This is an optimization exercise on Yosys and OpenROAD, whose aim is small area, not a production implementation. Function was checked by simulation only, so behaviour that the tests miss may differ from the original. Power is estimated from default activity; no workload was simulated. No driver is modelled on the clock port, so clocking that relies on it looks cheaper here than on a real chip.

== P ==
==> module weight_row_lane, before the edit <==
module weight_row_lane #(
    parameter int ROWS     = 3,
    parameter int LR_SHIFT = 4
) (
    input  logic [gdo_pkg::GDO_DATA_SIZE-1:0]      acc_grad_i,
    input  logic [gdo_pkg::GDO_DATA_SIZE-1:0]      acc_beat_i,
    output logic [gdo_pkg::GDO_DATA_SIZE-1:0]      acc_grad_o,
    input  logic [ROWS*gdo_pkg::GDO_DATA_SIZE-1:0] apply_weight_i,
    input  logic [ROWS*gdo_pkg::GDO_DATA_SIZE-1:0] apply_grad_i,
    output logic [ROWS*gdo_pkg::GDO_DATA_SIZE-1:0] apply_weight_o
);
    assign acc_grad_o = gdo_pkg::gdo_sat_add(acc_grad_i, acc_beat_i);
    generate
        for (genvar gi = 0; gi < ROWS; gi++) begin : g_row
            assign apply_weight_o[gi*gdo_pkg::GDO_DATA_SIZE +: gdo_pkg::GDO_DATA_SIZE] =
                gdo_pkg::gdo_shift_sub(apply_weight_i[gi*gdo_pkg::GDO_DATA_SIZE +: gdo_pkg::GDO_DATA_SIZE],
                              apply_grad_i[gi*gdo_pkg::GDO_DATA_SIZE +: gdo_pkg::GDO_DATA_SIZE], LR_SHIFT);
        end
    endgenerate
endmodule
Settings: LEC_CHECK=0, CAP_MARGIN=5, CELL_PAD_IN_SITES_DETAIL_PLACEMENT=0, CELL_PAD_IN_SITES_GLOBAL_PLACEMENT=1, CORE_MARGIN=2, CORE_UTILIZATION=55, CTS_CLUSTER_DIAMETER=120, CTS_CLUSTER_SIZE=30, PLACE_DENSITY=0.65, SLEW_MARGIN=5; clock period 12.0 ns.
standard.sh (not shown) runs the stock make flow with config.mk's settings and CLKGATE_MAP_FILE= SYNTH_SCRIPT=/design/flow/synth_recipe.tcl, a recipe that flattens the netlist after the stock synthesis.
==> flow/flow/run.sh <==
#!/bin/bash
set -euo pipefail
export BUFFER_PORTS_ARGS="-buffer_cell sky130_fd_sc_hd__buf_1"
export CTS_ARGS="-sink_clustering_enable -repair_clock_nets -sink_clustering_size 30 -sink_clustering_max_diameter 120 -dont_use_dummy_load"
bash standard.sh > standard.log 2>&1
Relative to P, the following input files were edited for Q:
-- flow/design.v --
<<< P, line 53
    generate
        for (genvar gi = 0; gi < ROWS; gi++) begin : g_row
            assign apply_weight_o[gi*gdo_pkg::GDO_DATA_SIZE +: gdo_pkg::GDO_DATA_SIZE] =
                gdo_pkg::gdo_shift_sub(apply_weight_i[gi*gdo_pkg::GDO_DATA_SIZE +: gdo_pkg::GDO_DATA_SIZE],
                              apply_grad_i[gi*gdo_pkg::GDO_DATA_SIZE +: gdo_pkg::GDO_DATA_SIZE], LR_SHIFT);
        end
    endgenerate
>>> Q, line 53
    generate
        for (genvar gi = 0; gi < ROWS; gi++) begin : g_row
            logic [gdo_pkg::GDO_DATA_SIZE-1:0] g;
            assign g = apply_grad_i[gi*gdo_pkg::GDO_DATA_SIZE +: gdo_pkg::GDO_DATA_SIZE];
            assign apply_weight_o[gi*gdo_pkg::GDO_DATA_SIZE +: gdo_pkg::GDO_DATA_SIZE] =
                ~gdo_pkg::gdo_sat_add_c(~apply_weight_i[gi*gdo_pkg::GDO_DATA_SIZE +: gdo_pkg::GDO_DATA_SIZE],
                                        {{LR_SHIFT{g[gdo_pkg::GDO_DATA_SIZE-1]}}, g[gdo_pkg::GDO_DATA_SIZE-1:LR_SHIFT]},
                                        1'b0);
        end
    endgenerate
Results
For P, the worst-path cell with the longest stage delay was fa_1, unlike Q, where it was nor2_1. Between Q and P, the core footprint does not differ in any meaningful way. Q and P ended up with nearly the same clock network power share. Comparing Q and P, the lower fraction of the mapped netlist area in compound gates is on Q. Q vs. P: number of standard cells in the layout, taps in and fillers out essentially unchanged; total routing resource utilization after global routing up 0.59 points; core occupancy in the finished layout was more or less identical; final wirelength moved up. Every stage of the flow completed for Q, and the final layout passed the timing, DRC and antenna checks. Re multiplexer fraction of the synthesized cell area: Q is 0.23 points up on P. Taking P as the reference point, the global placement routability congestion of Q rises by about 1%. Going from P to Q, biggest cell delay along the critical path now sits higher, routed via count moved up, global-route wire length before repair rose by about 1.1%.

========
Another version of the RTL of weight_update_stack (not shown whole).
Size: about 3100 cells after synthesis, ~1200 flip-flops, about 310 I/O pins, ~50000 sq um of cells after synthesis.
==> flow/config.mk <==
export PLATFORM = sky130hd
export DESIGN_NAME = weight_update_stack
export DESIGN_NICKNAME = weight_update_stack
export VERILOG_FILES = /design/flow/design.v
export SDC_FILE = /design/flow/constraint.sdc
export NUM_CORES = 4
export LEC_CHECK = 0
export CAP_MARGIN = 5
export CELL_PAD_IN_SITES_DETAIL_PLACEMENT = 0
export CELL_PAD_IN_SITES_GLOBAL_PLACEMENT = 1
export CORE_MARGIN = 2
export CORE_UTILIZATION = 65
export PLACE_DENSITY = 0.75
export SLEW_MARGIN = 5
==> flow/constraint.sdc <==
create_clock -name core_clock -period 12.0 [get_ports {clk}]
set_input_delay 2.4000 -clock core_clock [delete_from_list [all_inputs] [get_ports {clk}]]
set_output_delay 2.4000 -clock core_clock [all_outputs]
set_load 0.01 [all_outputs]
Scripts as last shown in full above: flow/flow/run.sh
The first run ran to the end with no violations.
Edit:
--- a/flow/design.v
+++ b/flow/design.v
@@ -45,26 +45,23 @@
     input  logic [gdo_pkg::GDO_DATA_SIZE-1:0]      acc_grad_i,
     input  logic [gdo_pkg::GDO_DATA_SIZE-1:0]      acc_beat_i,
     output logic [gdo_pkg::GDO_DATA_SIZE-1:0]      acc_grad_o,
     input  logic [ROWS*gdo_pkg::GDO_DATA_SIZE-1:0] apply_weight_i,
     input  logic [ROWS*gdo_pkg::GDO_DATA_SIZE-1:0] apply_grad_i,
     output logic [ROWS*gdo_pkg::GDO_DATA_SIZE-1:0] apply_weight_o
 );
     assign acc_grad_o = gdo_pkg::gdo_sat_add(acc_grad_i, acc_beat_i);
     generate
         for (genvar gi = 0; gi < ROWS; gi++) begin : g_row
-            logic [gdo_pkg::GDO_DATA_SIZE-1:0] g;
-            assign g = apply_grad_i[gi*gdo_pkg::GDO_DATA_SIZE +: gdo_pkg::GDO_DATA_SIZE];
             assign apply_weight_o[gi*gdo_pkg::GDO_DATA_SIZE +: gdo_pkg::GDO_DATA_SIZE] =
-                ~gdo_pkg::gdo_sat_add_c(~apply_weight_i[gi*gdo_pkg::GDO_DATA_SIZE +: gdo_pkg::GDO_DATA_SIZE],
-                                        {{LR_SHIFT{g[gdo_pkg::GDO_DATA_SIZE-1]}}, g[gdo_pkg::GDO_DATA_SIZE-1:LR_SHIFT]},
-                                        1'b0);
+                gdo_pkg::gdo_shift_sub(apply_weight_i[gi*gdo_pkg::GDO_DATA_SIZE +: gdo_pkg::GDO_DATA_SIZE],
+                              apply_grad_i[gi*gdo_pkg::GDO_DATA_SIZE +: gdo_pkg::GDO_DATA_SIZE], LR_SHIFT);
         end
     endgenerate
 endmodule
 module weight_update_stack #(
     parameter int data_size      = gdo_pkg::GDO_DATA_SIZE,
     parameter int size           = gdo_pkg::GDO_SIZE,
     parameter int max_layer_size = 4,
     parameter int lr_shift       = 4
 ) (
     input  logic                        clk,
@@ -111,60 +108,52 @@
     assign go_apply = ready_q && batch_end;
     assign go_read  = ready_q && !batch_end && read_req && rd_ok;
     assign do_wr    = ready_q && !batch_end && !read_req && wr_en && wr_ok;
     assign do_acc   = ready_q && !batch_end && !read_req && !wr_en && dc_dw_valid && acc_ok;
     assign drop_d   = ready_q ? ((batch_end || read_req || wr_en) ? (dc_dw_valid || wr_en) && !(!batch_end && !read_req && !dc_dw_valid)
                                                                  || (!batch_end && read_req && !rd_ok)
                                                                  || (!batch_end && !read_req && !wr_ok)
                                                               : (dc_dw_valid && !acc_ok))
                               : (dc_dw_valid || wr_en);
     logic [LW-1:0] acc_layer;
-    logic [RW-1:0] acc_row;
-    logic [NL*size-1:0] wsel, gsel;    
+    logic [NL-1:0] wsel, gsel;
     logic          wsel_wr;
     assign acc_layer = dc_dw_layer_index[LW-1:0];
-    assign acc_row   = row_cnt_q[acc_layer*RW +: RW];
     assign wsel_wr   = !reset && ready_q;
     always_comb begin
         for (int l = 0; l < NL; l++) begin
-            for (int r = 0; r < size; r++) begin
-                wsel[l*size + r] = !reset && !ready_q
-                                && (cnt_q == LW'(l) && !rd_q || rl_q == LW'(l) && cnt_q == RW'(r) && rd_q);
-                gsel[l*size + r] = !reset && (busy_apply ? (cnt_q == LW'(l))
-                                            : (!wr_en && acc_layer == LW'(l) && acc_row == RW'(r)));
-            end
+            wsel[l] = !reset && !ready_q && (cnt_q == LW'(l) && !rd_q || rl_q == LW'(l) && rd_q);
+            gsel[l] = !reset && (busy_apply ? (cnt_q == LW'(l)) : (!wr_en && acc_layer == LW'(l)));
         end
     end
     logic [LAYER_BITS-1:0] wlayer, glayer;
     always_comb begin
         wlayer = '0;
         glayer = '0;
         for (int l = 0; l < NL; l++) begin
-            for (int r = 0; r < size; r++) begin
-                wlayer[r*ROW_BITS +: ROW_BITS] = wlayer[r*ROW_BITS +: ROW_BITS]
-                    | (weight_q[(l*size + r)*ROW_BITS +: ROW_BITS] & {ROW_BITS{wsel[l*size + r]}});
-                glayer[r*ROW_BITS +: ROW_BITS] = glayer[r*ROW_BITS +: ROW_BITS]
-                    | (grad_q[(l*size + r)*ROW_BITS +: ROW_BITS]   & {ROW_BITS{gsel[l*size + r]}});
-            end
+            wlayer = wlayer | (weight_q[l*LAYER_BITS +: LAYER_BITS] & {LAYER_BITS{wsel[l]}});
+            glayer = glayer | (grad_q[l*LAYER_BITS +: LAYER_BITS]   & {LAYER_BITS{gsel[l]}});
         end
         for (int r = 0; r < size; r++)
             for (int j = 0; j < size; j++)
                 wlayer[(r*size + j)*DW +: DW] = wlayer[(r*size + j)*DW +: DW]
                                               | (wr_data[(size-1-j)*DW +: DW] & {DW{wsel_wr}});
     end
+    logic [RW-1:0] acc_row;
+    assign acc_row = row_cnt_q[acc_layer*RW +: RW];
     logic [ROW_BITS-1:0] acc_grad_row, read_row;
     always_comb begin
         acc_grad_row = '0;
         read_row     = '0;
         for (int r = 0; r < size; r++) begin
-            acc_grad_row = acc_grad_row | glayer[r*ROW_BITS +: ROW_BITS];
-            read_row     = read_row     | wlayer[r*ROW_BITS +: ROW_BITS];
+            acc_grad_row = acc_grad_row | (glayer[r*ROW_BITS +: ROW_BITS] & {ROW_BITS{acc_row == RW'(r)}});
+            read_row     = read_row     | (wlayer[r*ROW_BITS +: ROW_BITS] & {ROW_BITS{cnt_q == RW'(r)}});
         end
     end
     logic [ROW_BITS-1:0]   grad_acc;       
     logic [LAYER_BITS-1:0] weight_apply;   
     generate
         for (genvar gi = 0; gi < size; gi++) begin : g_lane
             logic [size*DW-1:0] col_weight;
             logic [size*DW-1:0] col_grad;
             logic [size*DW-1:0] col_new;
             for (genvar gr = 0; gr < size; gr++) begin : g_col
What happened: The new run finished with timing, DRC and antenna clean. Fmax goes down by 0.53%. Final cell count grows by about 5.4%. Combinational power rose by 15%. Sequential cell count is unchanged. Non-clock buffer count decreases by 26. Worst hold slack gets better by 4.6 ps. Clock power hardly moves. Area after synthesis goes up by about 1%. Clock skew falls by 8.4 ps. Power grows by about 7%.

-- what the ideal ports hide --
Ports are ideal in the flow. The routed layouts listed here were re-timed in OpenROAD.
Step 1 (the two cells are an assumption about what drives the block):
set clk [get_ports {clk}]
set_driving_cell -lib_cell sky130_fd_sc_hd__clkbuf_16 $clk
set_driving_cell -lib_cell sky130_fd_sc_hd__buf_2 [delete_from_list [all_inputs] $clk]
Step 2 moves the port delays by t, midway between the first and last clock arrival at a register: inputs arrive t later, outputs are due t later. That takes back most of the time a late clock gives input paths.
Three values: ideal, step 1, step 2; two values: the first two.
| run | shift t [ns] | setup slack, ns | worst data-port slew with drivers (ns) |
|---|---|---|---|
| P | 0.691 | 0.395 / 0.429 / -0.262 | 0.10 |
| Q | 0.684 | 0.381 / 0.420 / -0.265 | 0.09 |
| the first run of note 2 | 0.694 | 0.318 / 0.361 / -0.333 | 0.08 |
| the second run of note 2 | 0.685 | 0.256 / 0.296 / -0.390 | 0.12 |
With both steps, setup timing fails in every run listed, where it was met with ideal ports. For P, which loses most, drivers alone change the setup slack by +0.034 ns; drivers and shift together by -0.657 ns.
